Context: an optimization exercise on an open-source flow, tuned for small area. The choices shown serve that exercise and are no tape-out recipe.
The RTL was checked by simulation tests, not by an equivalence proof against the original design.
The flow treats the clock pin as an ideal source, which a real chip does not have.
Power figures rest on the tool's default switching activity, not on a simulated workload.

alpha:
==> flow/design.v <==
package udp_pkg;
  localparam int WIDE_W         = 512;
  localparam int NARROW_W       = 256;
  localparam int WIDE_KEEP_W    = WIDE_W / 8;
  localparam int NARROW_KEEP_W  = NARROW_W / 8;
  localparam int BURST_W        = 8;
  localparam int ERR_W          = 16;
  localparam int PKT_SEQ_W      = 24;
  typedef struct packed {
    logic [NARROW_W-1:0]      data;
    logic [NARROW_KEEP_W-1:0] keep;
    logic                     last;
  } narrow_beat_t;
  localparam int NARROW_BEAT_W = NARROW_W + NARROW_KEEP_W + 1;
endpackage
`timescale 1ns/100ps
module udp_loop_top (
  input  logic                        clk,
  input  logic                        rst_n,
  input  logic                        burst_start,
  input  logic [udp_pkg::BURST_W-1:0] burst_len,
  output logic                        busy,
  output logic                        tx_valid,
  output udp_pkg::narrow_beat_t       tx_beat,
  input  logic                        tx_credit,
  input  logic                        rx_valid,
  input  udp_pkg::narrow_beat_t       rx_beat,
  output logic                        rx_credit,
  output logic [udp_pkg::BURST_W-1:0] pkt_count,
  output logic [udp_pkg::ERR_W-1:0]   err_count,
  output logic                        err_flag
);
  function automatic logic [2:0] jc_step(input logic [2:0] q, input logic up, input logic dn);
    if (up && !dn)      jc_step = {q[1:0], !q[2]};
    else if (dn && !up) jc_step = {!q[0], q[2:1]};
    else                jc_step = q;
  endfunction
  logic       gen_valid;
  logic [7:0] pkts_nleft;
  logic [1:0] g_beat;
  logic       g_send, g_ok;
  logic [2:0] f1;
  logic       dn_valid;
  logic       p1;
  assign g_ok   = !((f1[2] && !f1[0]) || (f1[2] && f1[1] && (gen_valid || dn_valid)) ||
                    (f1[1] && gen_valid && dn_valid));
  assign g_send = busy && g_ok;
  assign busy = (pkts_nleft != 8'hff);
  logic [8:0] pl_carry;                                 
  always_comb begin
    pl_carry[0] = g_send && (g_beat == 2'd2);
    for (int i = 0; i < 8; i++) pl_carry[i+1] = pl_carry[i] && pkts_nleft[i];
  end
  always_ff @(posedge clk or negedge rst_n) begin
    if (!rst_n) pkts_nleft <= 8'hff;
    else if (!busy && burst_start) pkts_nleft <= ~burst_len;
    else pkts_nleft <= pkts_nleft ^ pl_carry[7:0];
  end
  always_ff @(posedge clk or negedge rst_n) begin
    if (!rst_n) begin
      gen_valid <= 1'b0;
      g_beat    <= 2'd0;
    end else begin
      gen_valid <= g_send;
      if (g_send) begin
        if (g_beat == 2'd2) begin
          g_beat    <= 2'd0;
        end else begin
          g_beat <= g_beat + 1'b1;
        end
      end
    end
  end
  logic full;
  assign p1 = (f1[0] || f1[2]) && !(dn_valid || full || nar_valid);
  always_ff @(posedge clk or negedge rst_n) begin
    if (!rst_n) begin
      f1       <= 3'd0;
      dn_valid <= 1'b0;
    end else begin
      dn_valid <= p1;
      f1       <= jc_step(f1, gen_valid, p1);
    end
  end
  logic [2:0] n5;
  logic       nar_valid;
  logic       sd, fin, d_ok;
  logic [2:0] f2, c2;
  assign d_ok = !((f2[2] && !f2[0]) || (f2[2] && f2[1] && (nar_valid || tx_valid)) ||
                  (f2[1] && nar_valid && tx_valid));
  assign sd   = full && d_ok;
  assign fin  = n5[2] || (n5[0] && !n5[1]);
  always_ff @(posedge clk or negedge rst_n) begin
    if (!rst_n) begin
      full      <= 1'b0;
      n5        <= 3'd0;
      nar_valid <= 1'b0;
    end else begin
      nar_valid <= sd;
      if (sd) begin
        n5 <= {n5[1] && n5[0], n5[0], !n5[2]};
        if (fin) full <= 1'b0;
      end
      if (dn_valid) full <= 1'b1;
    end
  end
  logic        p2;
  logic [23:0] t_seq;
  logic [2:0]  t_idx;
  assign p2 = (f2[0] || f2[2]) && (c2[0] || c2[2]);
  logic [24:0] t_carry;
  always_comb begin
    t_carry[0] = p2 && t_idx[2] && !t_idx[0];
    for (int i = 0; i < 24; i++) t_carry[i+1] = t_carry[i] && t_seq[i];
  end
  always_ff @(posedge clk or negedge rst_n) begin
    if (!rst_n) begin
      f2       <= 3'd0;
      c2       <= 3'b110;
      tx_valid <= 1'b0;
      t_seq    <= 24'd0;
      t_idx    <= 3'd7;
    end else begin
      tx_valid <= p2;
      c2       <= jc_step(c2, tx_credit, p2);
      f2       <= jc_step(f2, nar_valid, p2);
      t_seq    <= t_seq ^ t_carry[23:0];
      if (p2) t_idx <= (t_idx == 3'd4) ? 3'd0 : t_idx + 1'b1;
    end
  end
  always_comb begin
    for (int j = 0; j < 8; j++) begin
      tx_beat.data[32*j +: 32] = {t_seq, 2'b00, t_idx, j[2:0]};
    end
    tx_beat.keep = '1;
    tx_beat.last = t_idx[2];
  end
  logic [23:0] a_seq;
  logic [1:0]  a_beat;
  logic        a_hl;                                    
  logic        a_lomm;                                  
  logic        z, b2;
  logic [28:0] e;                                       
  logic [31:0] col_any, col_mm;
  logic        keep_any, mm_nz, mm_z, dk_mm, a_mm, rl;
  assign b2 = (a_beat == 2'd2);
  assign z  = a_hl && b2;                               
  assign rl = rx_beat.last;
  assign e  = {a_seq, 2'b00, a_beat, a_hl};
  always_comb begin
    logic [7:0] col;
    for (int k = 0; k < 32; k++) begin
      for (int j = 0; j < 8; j++) col[j] = rx_beat.data[32*j + k];
      col_any[k] = |col;
      if (k >= 3) begin
        col_mm[k] = e[k-3] ? !(&col) : col_any[k];
      end else begin
        logic [3:0] c1, c0;
        int n1, n0;
        n1 = 0; n0 = 0;
        c1 = '0; c0 = '0;
        for (int j = 0; j < 8; j++) begin
          if (j[k]) begin c1[n1] = col[j]; n1++; end
          else      begin c0[n0] = col[j]; n0++; end
        end
        col_mm[k] = (|c0) || !(&c1);
      end
    end
  end
  assign keep_any = |rx_beat.keep;
  assign mm_nz    = (|col_mm) || !(&rx_beat.keep);
  assign mm_z     = (|col_any) || keep_any;
  assign dk_mm    = z ? mm_z : mm_nz;
  assign a_mm    = a_hl ? (a_lomm || dk_mm || (rl != b2)) : (dk_mm || !b2);
  logic [24:0] a_carry;
  always_comb begin
    a_carry[0] = rx_valid && (a_hl || rl) && b2;
    for (int i = 0; i < 24; i++) a_carry[i+1] = a_carry[i] && a_seq[i];
  end
  always_ff @(posedge clk or negedge rst_n) begin
    if (!rst_n) a_seq <= 24'd0;
    else        a_seq <= a_seq ^ a_carry[23:0];
  end
  always_ff @(posedge clk or negedge rst_n) begin
    if (!rst_n) begin
      a_beat <= 2'd0;
      a_hl   <= 1'b0;
    end else if (rx_valid) begin
      if (!a_hl && !rl) begin
        a_hl <= 1'b1;
      end else begin
        a_hl <= 1'b0;
        if (b2) begin
          a_beat <= 2'd0;
        end else begin
          a_beat <= a_beat + 1'b1;
        end
      end
    end
  end
  always_ff @(posedge clk) begin
    if (rx_valid && !a_hl) a_lomm <= dk_mm;
  end
  logic [1:0] q [4];
  logic [2:0] n;                                        
  logic [4:0] at;                                       
  logic [1:0] ub;
  logic       up_valid, up_credit, pr;
  logic       hl, pend;
  logic [1:0] wq;                                       
  logic       chk_valid;
  assign pr   = (n[0] || n[2]) && !(up_valid || up_credit || pend);
  assign ub   = q[0];
  assign at   = {n[2] && !n[0], n[2] && n[0], n[1] && !n[2], n[0] && !n[1], !n[0] && !n[2]};
  assign rx_credit = up_valid;
  always_ff @(posedge clk or negedge rst_n) begin
    if (!rst_n) begin
      n        <= 3'd0;
      up_valid <= 1'b0;
    end else begin
      up_valid <= pr;
      n        <= jc_step(n, rx_valid, up_valid);
    end
  end
  always_ff @(posedge clk) begin
    for (int i = 0; i < 4; i++) begin
      if (rx_valid && (up_valid ? at[i+1] : at[i])) q[i] <= {rl, a_mm};
      else if (up_valid) q[i] <= (i < 3) ? q[i+1] : q[i];
    end
  end
  assign chk_valid = up_credit && !hl;
  always_ff @(posedge clk or negedge rst_n) begin
    if (!rst_n) begin
      hl        <= 1'b0;
      pend      <= 1'b0;
      up_credit <= 1'b0;
    end else begin
      up_credit <= pend || (up_valid && !hl && !ub[1]);
      pend      <= up_valid && (hl || ub[1]);
      if (up_valid) hl <= !hl && !ub[1];
    end
  end
  always_ff @(posedge clk) begin
    if (up_valid && (hl || ub[1])) wq <= ub;
  end
  logic [16:0] e_carry;
  logic [8:0]  p_carry;
  always_comb begin
    e_carry[0] = chk_valid && wq[0];
    for (int i = 0; i < 16; i++) e_carry[i+1] = e_carry[i] && err_count[i];
    p_carry[0] = chk_valid && wq[1];
    for (int i = 0; i < 8; i++) p_carry[i+1] = p_carry[i] && pkt_count[i];
  end
  always_ff @(posedge clk or negedge rst_n) begin
    if (!rst_n) begin
      pkt_count  <= '0;
      err_count  <= '0;
      err_flag   <= 1'b0;
    end else begin
      err_count  <= err_count ^ e_carry[15:0];
      pkt_count  <= pkt_count ^ p_carry[7:0];
      if (chk_valid && wq[0]) err_flag <= 1'b1;
    end
  end
endmodule
Settings: LEC_CHECK=0, CAP_MARGIN=20, CORE_AREA=65 65 175 175, DIE_AREA=0 0 240 240, SLEW_MARGIN=20; clock period 10.0 ns.
standard.sh (not shown) runs the stock make flow with config.mk's settings and CLKGATE_MAP_FILE= SYNTH_SCRIPT=/design/flow/synth_recipe.tcl, a recipe that flattens the netlist after the stock synthesis.
==> flow/flow/run.sh <==
#!/bin/bash
# The standard layout (standard.sh) with these changes:
#  - synthesis maps the logic with the ABC script flow/abc_area.script
#    (flow/synth.tcl is synth_recipe.tcl with only that change);
#  - the port buffers that global placement inserts are the smallest buffer;
#  - the clock tree is built by flow/manual_cts.tcl before ORFS's CTS step:
#    the flip-flops are split by location into 12 groups, each driven by a
#    clock buffer at its centre, all driven by one root buffer;
#  - constant outputs share one tie cell per value.
set -o pipefail
here=$(pwd)
# The standard flow's synthesis script must be the one we replace
head -1 synth_recipe.tcl | grep -q "proc synth" || exit 1
sed "s#SYNTH_SCRIPT=[^ ]*#SYNTH_SCRIPT=$here/flow/synth.tcl#" standard.sh > my_standard.sh
export MY_ABC_SCRIPT=$here/flow/abc_area.script
export BUFFER_PORTS_ARGS="-buffer_cell sky130_fd_sc_hd__buf_1"
export PRE_CTS_TCL=$here/flow/manual_cts.tcl
export CTS_ARGS="-sink_clustering_enable -repair_clock_nets -dont_use_dummy_load -buf_list {sky130_fd_sc_hd__clkbuf_4 sky130_fd_sc_hd__clkbuf_8}"
export SKIP_REPAIR_TIE_FANOUT=1
bash my_standard.sh > standard.log 2>&1
==> flow/flow/abc_area.script <==
&get -n
&st
&deepsyn -J 100 -T 300
&dch
&nf
&put
==> flow/flow/manual_cts.tcl <==
# Manual clock tree: split the clock sinks into N clusters by location
# (k-means) and drive each cluster from one clock buffer placed at its
# centre; the clock port drives only those N buffers.
proc manual_cts { ncl bufcell } {
  set block [ord::get_db_block]
  set dbu [$block getDbUnitsPerMicron]
  set pins {}
  set xs {}
  set ys {}
  foreach pin [get_pins -of_objects [get_nets clk]] {
    if { [get_property $pin direction] != "input" } { continue }
    set it [sta::sta_to_db_pin $pin]
    set inst [$it getInst]
    lassign [$inst getLocation] x y
    lappend pins $pin
    lappend xs [expr { double($x) / $dbu }]
    lappend ys [expr { double($y) / $dbu }]
  }
  set n [llength $pins]
  # initial centres: spread along the sorted x order
  set order [lsort -real -indices $xs]
  set cx {}
  set cy {}
  for { set c 0 } { $c < $ncl } { incr c } {
    set i [lindex $order [expr { int(($c + 0.5) * $n / $ncl) }]]
    lappend cx [lindex $xs $i]
    lappend cy [lindex $ys $i]
  }
  for { set iter 0 } { $iter < 50 } { incr iter } {
    set asg {}
    for { set i 0 } { $i < $n } { incr i } {
      set best 0
      set bd 1e30
      for { set c 0 } { $c < $ncl } { incr c } {
        set d [expr { abs([lindex $xs $i] - [lindex $cx $c]) + abs([lindex $ys $i] - [lindex $cy $c]) }]
        if { $d < $bd } { set bd $d; set best $c }
      }
      lappend asg $best
    }
    set ncx {}
    set ncy {}
    for { set c 0 } { $c < $ncl } { incr c } {
      set sx 0.0; set sy 0.0; set k 0
      for { set i 0 } { $i < $n } { incr i } {
        if { [lindex $asg $i] == $c } {
          set sx [expr { $sx + [lindex $xs $i] }]
          set sy [expr { $sy + [lindex $ys $i] }]
          incr k
        }
      }
      if { $k > 0 } {
        lappend ncx [expr { $sx / $k }]
        lappend ncy [expr { $sy / $k }]
      } else {
        lappend ncx [lindex $cx $c]
        lappend ncy [lindex $cy $c]
      }
    }
    set cx $ncx
    set cy $ncy
  }
  for { set c 0 } { $c < $ncl } { incr c } {
    set group {}
    for { set i 0 } { $i < $n } { incr i } {
      if { [lindex $asg $i] == $c } { lappend group [lindex $pins $i] }
    }
    if { [llength $group] == 0 } { continue }
    puts "manual_cts: buffer $c drives [llength $group] sinks at ([lindex $cx $c], [lindex $cy $c])"
    insert_buffer -buffer_cell $bufcell -net clk -load_pins $group \
      -location [list [lindex $cx $c] [lindex $cy $c]] \
      -buffer_name clkbuf_manual_$c -net_name clknet_manual_$c
  }
}

# a root buffer between the clock port and the leaf buffers
proc manual_root { bufcell } {
  set loads {}
  set sx 0.0; set sy 0.0
  foreach pin [get_pins -of_objects [get_nets clk]] {
    if { [get_property $pin direction] != "input" } { continue }
    lappend loads $pin
  }
  set block [ord::get_db_block]
  set dbu [$block getDbUnitsPerMicron]
  foreach pin $loads {
    lassign [[[sta::sta_to_db_pin $pin] getInst] getLocation] x y
    set sx [expr { $sx + double($x) / $dbu }]
    set sy [expr { $sy + double($y) / $dbu }]
  }
  set k [llength $loads]
  insert_buffer -buffer_cell $bufcell -net clk -load_pins $loads \
    -location [list [expr { $sx / $k }] [expr { $sy / $k }]] \
    -buffer_name clkbuf_manual_root -net_name clknet_manual_root
}

# Run as PRE_CTS_TCL inside ORFS's cts.tcl: 12 leaf buffers under one root.
# clock_tree_synthesis then finds the clock already buffered and adds none.
manual_cts 12 sky130_fd_sc_hd__clkbuf_8
manual_root sky130_fd_sc_hd__clkbuf_16
Other scripts of this flow, unchanged in this note and not shown: flow/flow/synth.tcl
Looking at the reports, alpha completed the entire flow and the layout it produced met the timing, design-rule and antenna checks.
What beta does differently from alpha at the input level:
- swapping 65 65 175 175 for 60 60 180 180 in CORE_AREA
==> flow/flow/abc_area.script <==
&get -n
&st
&deepsyn -T 30
&dch
&nf
&put
==> comparison <==
- beta finished every stage and its layout cleared the timing, design-rule and antenna checks.
- alpha went all the way through the flow, and no timing, DRC or antenna check failed.
- Initial antenna violation count, beta vs alpha: up by a little under 10%
- | site row count | beta vs alpha | 7.5% higher |
- Between alpha and beta, global-route usage decreased.
For gamma, these inputs were changed with respect to beta:
- CORE_AREA: 60 60 180 180 -> 65 65 175 175
--- a/flow/flow/run.sh
+++ b/flow/flow/run.sh
@@ -7 +7 @@
-#    the flip-flops are split by location into 12 groups, each driven by a
+#    the flip-flops are split by location into 8 groups, each driven by a
==> flow/flow/abc_area.script <==
&get -n
&st
&deepsyn -J 100 -T 300
&dch
&nf
&put
--- a/flow/flow/manual_cts.tcl
+++ b/flow/flow/manual_cts.tcl
@@ -96 +96 @@
-# Run as PRE_CTS_TCL inside ORFS's cts.tcl: 12 leaf buffers under one root.
+# Run as PRE_CTS_TCL inside ORFS's cts.tcl: 8 leaf buffers under one root.
@@ -98 +98 @@
-manual_cts 12 sky130_fd_sc_hd__clkbuf_8
+manual_cts 8 sky130_fd_sc_hd__clkbuf_8
==> comparison <==
Diff beta -> gamma: non-clock inverter total of the final layout ~0 delta, power moved down, total leakage power down 0.80%.
Required time at the worst-slack endpoint across gamma and beta: no real change.
Changes in delta relative to gamma:
--- a/flow/flow/run.sh
+++ b/flow/flow/run.sh
@@ -7 +7 @@
-#    the flip-flops are split by location into 8 groups, each driven by a
+#    the flip-flops are split by location into 10 groups, each driven by a
--- a/flow/flow/manual_cts.tcl
+++ b/flow/flow/manual_cts.tcl
@@ -96 +96 @@
-# Run as PRE_CTS_TCL inside ORFS's cts.tcl: 8 leaf buffers under one root.
+# Run as PRE_CTS_TCL inside ORFS's cts.tcl: 10 leaf buffers under one root.
@@ -98 +98 @@
-manual_cts 8 sky130_fd_sc_hd__clkbuf_8
+manual_cts 10 sky130_fd_sc_hd__clkbuf_8
==> comparison <==
Comparing the two runs side by side, delta comes out ahead of gamma on maximum frequency.
Compared with gamma, post-detailed-route wirelength per cell in delta decreased slightly.
Reported for gamma and delta, sequential cell count turned out identical to the last digit.
On register share of the cell area, gamma and delta are basically level.
Relative to gamma, routed wire length has gone down in delta.
Wire length of the first global-routing pass went down slightly going from gamma to delta.
Delta (delta minus gamma): final area has increased, worst setup slack has increased, met3 usage in global routing has remained practically unchanged.

[what the ideal ports hide]
The results above use ideal ports. As a check the final layouts listed here were re-extracted and re-timed, cells and wires unchanged.
Step 1 (the two cells are an assumption about what drives the block):
set clk [get_ports {clk}]
set_driving_cell -lib_cell sky130_fd_sc_hd__clkbuf_16 $clk
set_driving_cell -lib_cell sky130_fd_sc_hd__buf_2 [delete_from_list [all_inputs] $clk]
Step 2 moves the port delays by t, midway between the first and last clock arrival at a register: inputs arrive t later, outputs are due t later. That takes back most of the time a late clock gives input paths.
Slacks: ideal / step 1 / step 2; pairs: ideal / step 1.
run	t (ns)	slack for setup (ns)	hold slack, ns
alpha	0.393	3.267 / 3.258 / 2.865	0.432 / 0.432 / 0.432
beta	0.407	3.400 / 3.391 / 2.984	0.434 / 0.434 / 0.434
gamma	0.379	3.251 / 3.234 / 2.856	0.447 / 0.447 / 0.447
delta	0.392	3.281 / 3.267 / 2.876	0.437 / 0.437 / 0.437
After both steps setup and hold are still met in every run listed. The setup slack of beta, which loses most, moves by -0.009 ns with the drivers and by -0.416 ns with both steps.
